Background: an optimization exercise with open tools, aiming at small area, a short achievable clock period and few clock cycles per item. Do not read the settings as production practice. The RTL was checked by simulation tests, not by an equivalence proof against the original design. Power is estimated from default activity; no workload was simulated.

==> flow/design.v (excerpt) <==
module gcode_block_parser_top #(
	parameter int AXIS_WORD_CHARS = 15,
	parameter int INT_WORD_DIGITS = 4
) (
	input  logic        clk,
	input  logic        arst_n,
	input  logic        cfg_we,
	input  logic [7:0]  cfg_wdata,
	input  logic        char_valid,
	input  logic [7:0]  char_in,
	output logic        char_ready,
	output logic        block_valid,
	input  logic        block_ready,
	output logic [13:0] block_number,
	output logic [1:0]  code_letter,
	output logic [6:0]  code_number,
	output logic [13:0] feed_value,
	output logic [13:0] repeat_count,
	output logic [31:0] x_milli,
	output logic [31:0] y_milli,
	output logic [31:0] z_milli,
	output logic [31:0] a_milli
);
	localparam int MAX_LIM = (AXIS_WORD_CHARS > INT_WORD_DIGITS) ? AXIS_WORD_CHARS
		: INT_WORD_DIGITS;
	localparam int CNT_W = $clog2(MAX_LIM + 1);
	localparam logic [CNT_W-1:0] LIM_AXIS = CNT_W'(AXIS_WORD_CHARS);
	localparam logic [CNT_W-1:0] LIM_INT = CNT_W'(INT_WORD_DIGITS);
	localparam logic [CNT_W-1:0] LIM_CODE = CNT_W'(2);
	localparam bit INT_SAT = (INT_WORD_DIGITS > 4);
	localparam int AW = 33;
	logic [7:0]       term_q;
	logic             cv_q;       
	gbp_pkg::cls_t    cls_q;      
	logic             ct_q;       
	logic [14:0]      wt_q;       
	logic             bv_q;       
	logic             first_q;    
	logic             cr_q;       
	logic             tk_q;       
	gbp_pkg::kind_t            kind_q;
	logic             pw_q;       
	logic [CNT_W-1:0] cnt_q;
	logic             neg_q, pt_q, st_q, en_q, ovf_q;
	logic [1:0]       fd_q;
	logic             mul10_q;    
	logic             frac_q;     
  ...
Size in the first run: roughly 1700 cells after synthesis, about 270 flip-flops, roughly 200 I/O pins.
Settings: LEC_CHECK=0, ABC_AREA=1, CAP_MARGIN=20, CORE_MARGIN=2, CORE_UTILIZATION=40, CTS_BUF_LIST=sky130_fd_sc_hd__clkbuf_16, CTS_CLUSTER_DIAMETER=120, CTS_CLUSTER_SIZE=20, SETUP_SLACK_MARGIN=4.75, SLEW_MARGIN=20; clock period 8.0 ns.
standard.sh (not shown) runs the stock make flow with config.mk's settings and CLKGATE_MAP_FILE= SYNTH_SCRIPT=/design/flow/synth_recipe.tcl, a recipe that flattens the netlist after the stock synthesis.
==> flow/flow/run.sh <==
#!/bin/bash
set -euo pipefail
bash standard.sh "BUFFER_PORTS_ARGS=-buffer_cell sky130_fd_sc_hd__buf_1" finish > flow_make.log 2>&1
The first run completed with no timing, DRC or antenna violations.
Testbench counts at the start, summed over its fixed seeds: cycles 82,158, chars 82,147.
Rerun with:
- CORE_UTILIZATION: 40 -> 65
- SETUP_SLACK_MARGIN: 4.75 -> 4.7
Outcome: The changed run finished clean; wire length shrinks by about 4.3%; worst hold slack hardly moves; register-to-register slack loses 0.08 ns; sequential power hardly moves; non-clock buffer count goes down by 13; power decreases by 1.5%; combinational power shrinks by about 4%; synthesized area is unchanged.
Rerun with:
- CORE_UTILIZATION: 65 -> 40
- CTS_CLUSTER_DIAMETER: 120 -> 100
- CTS_CLUSTER_SIZE: 20 -> 16
After rerunning: The changed run produced a clean layout; flip-flop and latch count stays the same; cell area grows slightly; clock power grows by roughly a tenth; synthesized cell count stays the same; wire length rose by a few percent; worst setup slack improved by 0.10 ns.
Rerun with:
- CTS_CLUSTER_DIAMETER: 100 -> 120
- CTS_CLUSTER_SIZE: 16 -> 24
Final cell count stays flat.
Sequential share of layout area grows by 0.29 points.
Wire length grows by 0.39%.
Power shrinks by 3.8%.
Clock power shrinks by 15%.
Area after synthesis does not change.
Setup slack improves by 0.0086 ns.
Sequential cell count is unchanged.
Design area shrinks by 0.74%.
Global-route usage stays flat.
Sequential power hardly moves.
Rerun with:
- CTS_CLUSTER_SIZE: 24 -> 20
- SETUP_SLACK_MARGIN: 4.7 -> 4.9
Worst hold slack gets worse by 0.0034 ns.
Routed wire length rises by 2.7%.
Non-clock buffer count rises by 15.
Utilization increases by 1.9 points.
Rerun with:
- CAP_MARGIN: 20 -> 5
- PLACE_DENSITY: not set -> 0.75
- SETUP_SLACK_MARGIN: 4.9 -> 4.7
- SLEW_MARGIN: 20 -> 5
Result: Combinational power goes down by about a fifth; clock power goes down slightly; die area stays the same; total power goes down by a few percent; routed wire length goes down by a few percent.

-- static timing again, ports no longer ideal --
No port has a modelled driver above. Below, the same layouts with a new extraction and two added sets of constraints.
Step 1, drivers: a clkbuf_16 drives clk and a buf_2 each remaining input, both assumed.
Step 2 adds t to the input delays and takes it off the output delays; t is the mean of the earliest and latest rising clock arrival at the registers after step 1. Input paths then give back, and output paths get back, about the clock's delay inside the block.
Three values: ideal ports, drivers, drivers and shift; two values: the first two.
run	t (ns)	setup slack, ns	hold slack, ns	clock arrival spread, ns	worst slew at a driven data input, ns
the first run	0.548	4.842 / 4.842 / 4.464	0.480 / 0.480 / 0.480	0.027 / 0.028	0.04
the second run	0.543	4.765 / 4.765 / 4.397	0.479 / 0.479 / 0.479	0.029 / 0.028	0.03
the third run	0.558	4.867 / 4.867 / 4.386	0.481 / 0.481 / 0.481	0.025 / 0.025	0.03
the fourth run	0.548	4.876 / 4.876 / 4.398	0.483 / 0.483 / 0.483	0.025 / 0.025	0.03
the fifth run	0.550	4.900 / 4.923 / 4.381	0.480 / 0.480 / 0.480	0.019 / 0.019	0.03
the sixth run	0.546	4.872 / 4.872 / 4.381	0.481 / 0.481 / 0.481	0.025 / 0.024	0.04
After both steps setup and hold are still met in every run listed. For the fifth run, which loses most, drivers alone change the setup slack by +0.023 ns; drivers and shift together by -0.519 ns.
